This design comes from an exercise in tuning for small area and a short achievable clock period on the open sky130 flow, not from production work. In this exercise RTL edits were held to simulation tests only and were not proved equivalent to the original. Power and IR drop assume default switching activity.

### design/flow/design.v
package mem_pkg;
    typedef enum logic [1:0] {
        MEM_NONE    = 2'b00,
        MEM_WRITE   = 2'b01,
        MEM_READ    = 2'b10,
        MEM_ILLEGAL = 2'b11
    } mem_cmd_t;
    localparam logic [8:0] LED_ADDR = 9'h100;
    localparam logic [8:0] SW_ADDR  = 9'h140;
    typedef enum logic {
        ST_IDLE,
        ST_RESP
    } rsp_state_t;
    typedef enum logic [1:0] {
        RSEL_ZERO,
        RSEL_RAM,
        RSEL_SW
    } rd_sel_t;
endpackage
module ram_and2 (
    input  logic a, b,
    output logic y
);
    assign y = a && b;
endmodule
module ram_nand2 (
    input  logic a, b,
    output logic y
);
    assign y = !(a && b);
endmodule
module ram_nor2 (
    input  logic a, b,
    output logic y
);
    assign y = !(a || b);
endmodule
module ram_nor3 (
    input  logic a, b, c,
    output logic y
);
    assign y = !(a || b || c);
endmodule
module ram_nand4 (
    input  logic a, b, c, d,
    output logic y
);
    assign y = !(a && b && c && d);
endmodule
module ram_or8 (
    input  logic [7:0] s,
    input  logic [7:0] d,
    output logic       y
);
    logic [3:0] w_y;
    for (genvar k = 0; k < 4; k++) begin : g_pair
        assign w_y[k] = !((s[2*k] && d[2*k]) || (s[2*k+1] && d[2*k+1]));
    end
    assign y = !(&w_y);
endmodule
module ram_dec4 (
    input  logic [3:0]  a,
    output logic [15:0] y
);
    for (genvar i = 0; i < 16; i++) begin : g_y
        assign y[i] = (a == 4'(i));
    end
endmodule
module ram_rd_bit (
    input  logic [255:0] d,
    input  logic [255:0] wl,
    input  logic         e,
    output logic         y
);
    logic [31:0] w_o8;
    logic [15:0] w_n16;
    logic [3:0]  w_p64;
    logic [1:0]  w_n;
    for (genvar i = 0; i < 32; i++) begin : g_o8
        ram_or8 u_o8 (.s(wl[8*i +: 8]), .d(d[8*i +: 8]), .y(w_o8[i]));
    end
    for (genvar i = 0; i < 16; i++) begin : g_n16
        ram_nor2 u_n16 (.a(w_o8[2*i]), .b(w_o8[2*i+1]), .y(w_n16[i]));
    end
    for (genvar i = 0; i < 4; i++) begin : g_p64
        ram_nand4 u_p64 (.a(w_n16[4*i]), .b(w_n16[4*i+1]), .c(w_n16[4*i+2]),
                         .d(w_n16[4*i+3]), .y(w_p64[i]));
    end
    ram_nor2  u_n0 (.a(w_p64[0]), .b(w_p64[1]), .y(w_n[0]));
    ram_nor3  u_n1 (.a(w_p64[2]), .b(w_p64[3]), .c(e), .y(w_n[1]));
    ram_nand2 u_y  (.a(w_n[0]), .b(w_n[1]), .y(y));
endmodule
module ram_sp #(
    parameter int DEPTH = 256,
    parameter int WIDTH = 16,
    parameter int AW    = $clog2(DEPTH)
) (
    input  logic               i_we,
    input  logic               i_re,
    input  logic [AW-1:0]      i_addr,
    input  logic [DEPTH*WIDTH-1:0] i_mem,
    input  logic [WIDTH-1:0]   i_e,
    output logic [DEPTH-1:0]   o_wsel,
    output logic [WIDTH-1:0]   o_d
);
    logic [15:0] w_lo;
    logic [15:0] w_hi;
    logic [15:0] w_hi_re;
    logic [DEPTH-1:0] w_wl;
    ram_dec4 u_dlo (.a(i_addr[3:0]), .y(w_lo));
    ram_dec4 u_dhi (.a(i_addr[7:4]), .y(w_hi));
    assign w_hi_re = w_hi & {16{i_re}};
    for (genvar w = 0; w < DEPTH; w++) begin : g_word
        assign o_wsel[w] = i_we && w_hi[w/16] && w_lo[w%16];
        ram_and2 u_wl (.a(w_lo[w%16]), .b(w_hi_re[w/16]), .y(w_wl[w]));
    end
    for (genvar b = 0; b < WIDTH; b++) begin : g_bit
        logic [255:0] w_d;
        for (genvar w = 0; w < DEPTH; w++) begin : g_w
            assign w_d[w] = i_mem[w*WIDTH + b];
        end
        ram_rd_bit u_rd (.d(w_d), .wl(w_wl), .e(i_e[b]), .y(o_d[b]));
    end
endmodule
module mem_responder #(
    parameter int                ADDR_W    = 9,
    parameter int                DATA_W    = 16,
    parameter int                RAM_WORDS = 256,
    parameter logic [ADDR_W-1:0] LED_ADDR  = mem_pkg::LED_ADDR,
    parameter logic [ADDR_W-1:0] SW_ADDR   = mem_pkg::SW_ADDR
) (
    input  logic              clk,
    input  logic              reset,
    input  logic [1:0]        mem_cmd,
    input  logic [ADDR_W-1:0] mem_addr,
    input  logic [DATA_W-1:0] write_data,
    output logic [DATA_W-1:0] read_data,
    output logic              rd_valid,
    input  logic [7:0]        sw,
    output logic [7:0]        leds,
    output logic              err,
    output logic [ADDR_W-1:0] err_addr
);
    localparam int RAM_AW = $clog2(RAM_WORDS);
    logic              w_in_ram;
    logic              w_is_read;
    logic              w_is_write;
    logic              w_ram_we;
    logic              w_ram_re;
    logic              w_led_we;
    logic              w_sw_re;
    logic              w_bus_err;
    logic [DATA_W-1:0] w_keep;
    logic [DATA_W-1:0] w_rdata_d;
    logic [RAM_WORDS-1:0] w_wsel;
    logic [RAM_WORDS*DATA_W-1:0] w_mem;
    logic [DATA_W-1:0] r_mem [RAM_WORDS];
    logic [DATA_W-1:0] r_rdata;
    logic              r_rd_valid;
    logic [7:0]        r_leds;
    logic              r_err;
    logic [ADDR_W-1:0] r_err_addr;
    logic [7:0]        r_sync1;
    logic [7:0]        r_sync2;
    assign w_in_ram   = !mem_addr[ADDR_W-1];
    assign w_is_read  = (mem_cmd == mem_pkg::MEM_READ);
    assign w_is_write = (mem_cmd == mem_pkg::MEM_WRITE);
    assign w_ram_we   = w_is_write && w_in_ram;
    assign w_ram_re   = w_is_read && w_in_ram;
    assign w_led_we   = w_is_write && (mem_addr == LED_ADDR);
    assign w_sw_re    = w_is_read && (mem_addr == SW_ADDR);
    assign w_bus_err  = (mem_cmd == mem_pkg::MEM_ILLEGAL)
                     || (w_is_write && !w_in_ram && !(mem_addr == LED_ADDR))
                     || (w_is_read && !w_in_ram && !(mem_addr == SW_ADDR));
    ram_sp #(
        .DEPTH (RAM_WORDS),
        .WIDTH (DATA_W),
        .AW    (RAM_AW)
    ) u_ram (
        .i_we    (w_ram_we),
        .i_re    (w_ram_re),
        .i_addr  (mem_addr[RAM_AW-1:0]),
        .i_mem   (w_mem),
        .i_e     (w_keep),
        .o_wsel  (w_wsel),
        .o_d     (w_rdata_d)
    );
    assign w_keep = w_ram_re ? '0 :
                    w_sw_re  ? {{(DATA_W-8){1'b0}}, r_sync2} : r_rdata;
    for (genvar w = 0; w < RAM_WORDS; w++) begin : g_word
        always_ff @(posedge clk) begin
            if (w_wsel[w])
                r_mem[w] <= write_data;
        end
        assign w_mem[w*DATA_W +: DATA_W] = r_mem[w];
    end
    always_ff @(posedge clk or posedge reset) begin
        if (reset) begin
            r_rdata    <= '0;
            r_rd_valid <= 1'b0;
            r_leds     <= '0;
            r_err      <= 1'b0;
            r_err_addr <= '0;
            r_sync1    <= '0;
            r_sync2    <= '0;
        end else begin
            r_sync1    <= sw;
            r_sync2    <= r_sync1;
            r_rd_valid <= w_is_read;
            if (w_led_we)
                r_leds <= write_data[7:0];
            r_rdata    <= w_rdata_d;
            if (w_bus_err && !r_err) begin
                r_err      <= 1'b1;
                r_err_addr <= mem_addr;
            end
        end
    end
    assign read_data = r_rdata;
    assign rd_valid  = r_rd_valid;
    assign leds      = r_leds;
    assign err       = r_err;
    assign err_addr  = r_err_addr;
endmodule
### design/flow/run.sh
#!/bin/bash
# synth_recipe.tcl (not shown) runs the flow's synth.tcl, then flattens the netlist and writes it again
# the make line also repeats each setting of config.mk as NAME=value (left out here)
make -C /OpenROAD-flow-scripts/flow DESIGN_CONFIG=/design/flow/config.mk WORK_HOME=/design/flow/orfs CLKGATE_MAP_FILE= SYNTH_SCRIPT=/design/flow/synth_recipe.tcl finish
### design/flow/config.mk
export PLATFORM = sky130hd
export DESIGN_NAME = mem_responder
export DESIGN_NICKNAME = mem_responder
export VERILOG_FILES = /design/flow/design.v
export SDC_FILE = /design/flow/constraint.sdc
export NUM_CORES = 4
export LEC_CHECK = 0
export CAP_MARGIN = 20
export CORE_MARGIN = 2
export CORE_UTILIZATION = 72
export CTS_BUF_LIST = sky130_fd_sc_hd__clkbuf_8
export CTS_CLUSTER_DIAMETER = 200
export CTS_CLUSTER_SIZE = 16
export PLACE_DENSITY = 0.78
export SETUP_SLACK_MARGIN = 2.4
export SLEW_MARGIN = 20
export SYNTH_HIERARCHICAL = 1
export SYNTH_MINIMUM_KEEP_SIZE = 0
### design/flow/constraint.sdc
create_clock -name core_clock -period 5.0 [get_ports {clk}]
set_input_delay 1.0000 -clock core_clock [delete_from_list [all_inputs] [get_ports {clk}]]
set_output_delay 1.0000 -clock core_clock [all_outputs]
set_load 0.01 [all_outputs]
==> summary.txt <==
Setup path
  – Worst-path fanout max: 15
  – Data arrival, critical path: 3.99 ns
  – FF-to-FF End: r_rdata[6]
  – Reg2reg setup slack: 2.48 ns
  – Crit path required time: 5.95 ns
  – Worst Reg-to-Reg Cells: 6
  – Setup CP Type: input port to register
  – Crit path launch type: input port
  – Crit end category: register
  – Launch point of the worst reg-to-reg path: r_mem[181][6]

Min path
  – Hold depth: 2
  – HP Class: input port to register
  – HP Start: mem_addr[0]
  – Hold path endpoint: r_err_addr[0]

Global routing
  – GR Util met1: 55.3%
  – Grt ovf: 0
  – First-pass GRT wire length: 595 mm
  – Global route hottest layer: met2
  – Grt met3 use: 10.6%
  – Total GRT Usage: 40.0%
  – Pin count of the biggest net entering global routing: 133
  – Initial antenna violation count: 26
  – Number of global-route vias before repair: 83,600
  – Met2 GRT Util: 60.1%

Synthesis
  – Post-synthesis net count: 7,809
  – Primary FF master, synth: edfxtp_1
  – Yosys reg bits: 4,147
  – Seq/Total Area, Yosys: 83.3%
  – Avg Cell Area, Syn: 19.2 µm²
  – Most area-hungry cell type in the Yosys netlist: edfxtp_1
  – Cells after Synth: 7,772
  – Synth Cell Area: 0.149 mm²
  – Top cell type's share of synthesized area: 82.5%
  – Synth area leaders: edfxtp_1 82%, a22oi_1 10%, nand4_1 2.4%
  – Netlist cell types: 35
  – Share of synthesized registers carrying an async set or reset: 1.23%
  – Synthesis Warnings: 8
  – Post-synth EDFFs: 4,096

Timing
  – Slew HR: 13.9%
  – Final setup violating endpoints: 0
  – Max Slew Vio Count: 0
  – Crit path time final: 3.04 ns
  – Final hold vios: 0
  – Skew final: 0.0616 ns
  – Worst-Margin Slew: 1.29 ns
  – Fmax: 329 MHz
  – Final worst setup slack: 1.96 ns
  – Tcrit/Tclk final: 60.8%
  – RSZ-0062 raised after global routing: yes

Placed design
  – Buffers on Ports: 71
  – Final weighted congestion in routability-driven placement: 0.907
  – Place WS: -0.242 ns
  – DPL Wire Length: 233 mm

Clocking
  – Worst-path clk slew: 0.10 ns
  – CTS H-tree lvls: 5
  – CTS Buffer Depth: 4
  – Worst skew pair latency: 1.09 ns
  – Clock Sinks: 4,147
  – Hold_buf cts: 0
  – CTS tree: built
  – Root Driver: clkbuf_8
  – Total CTS buffers: 309

Detailed routing
  – Vias per cell: 7.67
  – Wire per inst: 37.0 µm
  – Final WL: 428 mm
  – Via count: 88,600
  – TritonRoute pass-1 iters: 7
  – DRC Markers: 0
  – DRT iter0 DRCs: 16,800
  – Antenna-violating nets left: 0

Job
  – Total of max-cap violations: 0

Floorplanning
  – Site Rows: 167
  – Starting Density: 72.2%
  – Die ar.: 0.211 mm²
  – Core Footprint: 0.206 mm²
  – Top Ports: 72
  – Chip Width: 459 µm
  – Die height: 459 µm

Pwr
  – Max IR drop VDD: 0.000366 V
  – Reg power frac: 68.7%
  – Internal power: 44.4 mW
  – Sw frac: 20.6%
  – Clock network power share: 28.5%
  – Overall power: 56.0 mW
  – Logic pwr share: 2.9%
  – Leakage power: 52.3 nW
  – PD cells: 336 mW/mm²
  – Net Sw Power: 11.5 mW

Layout
  – Layout cell share with drive strength beyond 1: 20.4%
  – Area delta synth->final: 11.6%
  – Layout Nets: 8,746

Outcome
  – Outcome: finished clean
==> logic make-up (layout without fill, tap and decap cells) <==
family | after synthesis | count (layout) | share of synthesized area, %
muxes | 24 | 24 | 0.175
buffers and inverters | 72 | 1071 | 0.247
DFF | 4147 | 4147 | 83.3
other | 0 | 35 | 0
AOI/OAI and AO/OA | 2056 | 2056 | 10.4
and+or+nand+nor | 1473 | 1511 | 5.90
==> Yosys stat by module, one instance, submodules excluded, excerpt <==
| module | cell area [µm²] | times used |
|---|---|---|
| mem_responder | 125000 | 1 |
| ram_dec4 | 277 | 2 |
| ram_or8 | 36.3 | 512 |
| ram_nor3 | 10.0 | 16 |
| ram_and2 | 6.26 | 256 |
| ram_nand4 | 6.26 | 64 |
| ram_nand2 | 3.75 | 16 |
| ram_nor2 | 3.75 | 272 |
==> worst max-delay path by stage <==
stage                                to  cells after the start  slack, ns         from
after global routing        r_rdata[13]                     16       2.03   mem_cmd[0]
after floorplan           r_mem[120][0]                      4       2.23  mem_addr[2]
after CTS                 read_data[10]                      1       2.04  r_rdata[10]
final                       r_rdata[10]                     14       1.96  mem_addr[0]
after detailed placement    r_rdata[10]                     10      -0.24  mem_addr[3]
after global placement      r_rdata[10]                     10      -0.17  mem_addr[3]
==> per-layer routing <==
metal  up-vias  wire, µm
met1     44000    142000
met3      1303     63200
li1      35100         -
met2      8141    196000
met5         -       243
met4        30     26300
==> cell usage after synthesis, drive strengths merged, types with 3 or more instances <==
cell and number:
mux2 16, clkbuf 58, nor3 16, nor2 282, mux2i 8, and4bb 12, nor2b 3, nand2 20
and2 280, and3 256, nor4 4, edfxtp 4096, nand4 578, a22oi 2048, buf 12, dfrtp 51
and4b 8, nor4b 9
==> power groups by stage <==
stage	Clock (mW)	Sequential [mW]	Combinational, mW
after floorplan	0	39.1	0.210
after global placement	0	39.2	1.28
after detailed placement	0	39.2	1.33
after CTS	15.9	38.4	1.54
after global routing	17.0	38.4	1.63
final	15.9	38.4	1.61
==> what timing repair did <==
action                                   CTS  global route
pin swaps                                193           210
cloned                                    42             7
gates resized for setup                  647           195
endpoints found under the setup margin  1475            51
setup buffers                            321           103
==> cells in the final DEF, fill, tap and decap left out, types with 16 or more instances in the layout <==
master	count
edfxtp_1	4096
a22oi_1	1912
nand4_1	578
buf_4	440
clkbuf_8	317
and2_4	271
and3_2	165
nor2_1	156
a22oi_2	136
inv_1	93
buf_12	81
and3_1	75
nor2_2	72
buf_6	71
nor2_4	54
diode_2	35
and2_2	35
dfrtp_1	35
buf_8	26
nand2_1	20
and3_4	16
==> critical path: stages <==
cell     delay [ns]
buf_16         0.10
buf_4          0.19
nor4_4         0.08
buf_6          0.13
buf_6          0.11
buf_12         0.14
buf_4          0.17
and2_4         0.22
a22oi_1        0.22
nand4_1        0.23
nor2_2         0.25
nand4_1        0.62
nor2_2         0.34
nand2_1        0.12
==> registers in the layout, indices dropped and copies added, names as in the netlist <==
register and cells:
r_err 1, r_sync1 8, r_rd_valid 1, r_leds 8
r_sync2 8, r_rdata 16, r_mem 4096, r_err_addr 9
==> final cells by class <==
cell class	count	area (µm²)
Inverter	2	8.76
Timing Repair Buffer	658	6790
Tap cell	2704	3380
Sequential cell	4147	124000
Multi-Input combinational cell	3591	27200
Clock buffer	317	4360
Fill cell	9837	40000
Antenna cell	35	87.6
Clock inverter	94	369
==> stage by stage <==
stage | std cells | hold slack [ns] | util [%] | TNS, ns | instance area, µm²
floorplan | 7772 | 0.331 | - | 0 | 150000
global placement | 10600 | 0.334 | 75.2 | -0.322 | 155000
detailed placement | 10600 | 0.337 | 75.2 | -0.699 | 155000
CTS | 11400 | 0.161 | 79.8 | 0 | 165000
global route | 11500 | 0.180 | 80.6 | 0 | 166000
finish | 11500 | 0.224 | 80.6 | 0 | 166000

## static timing again, ports no longer ideal
Ports are ideal in the flow. The routed layout listed here was re-timed in OpenROAD. Step 1: set_driving_cell puts a clkbuf_16 on clk and a buf_2 on each other input, an assumption about the parent block. Step 2, shift: input delay + t, output delay - t, t = (earliest + latest rising clock arrival at the registers) / 2. This alone moves slack from input paths to output paths. a / b / c = ideal / step 1 / step 2; a / b = the first two.
shift t [ns]: 1.163
setup slack, ns: 1.960 / 1.871 / 0.708
worst slew at a driven data input, ns: 0.24
pins driven straight from the clock port: 1
After both steps this run still meets setup and hold. The setup slack of this run moves by -0.089 ns with the drivers and by -1.252 ns with both steps.
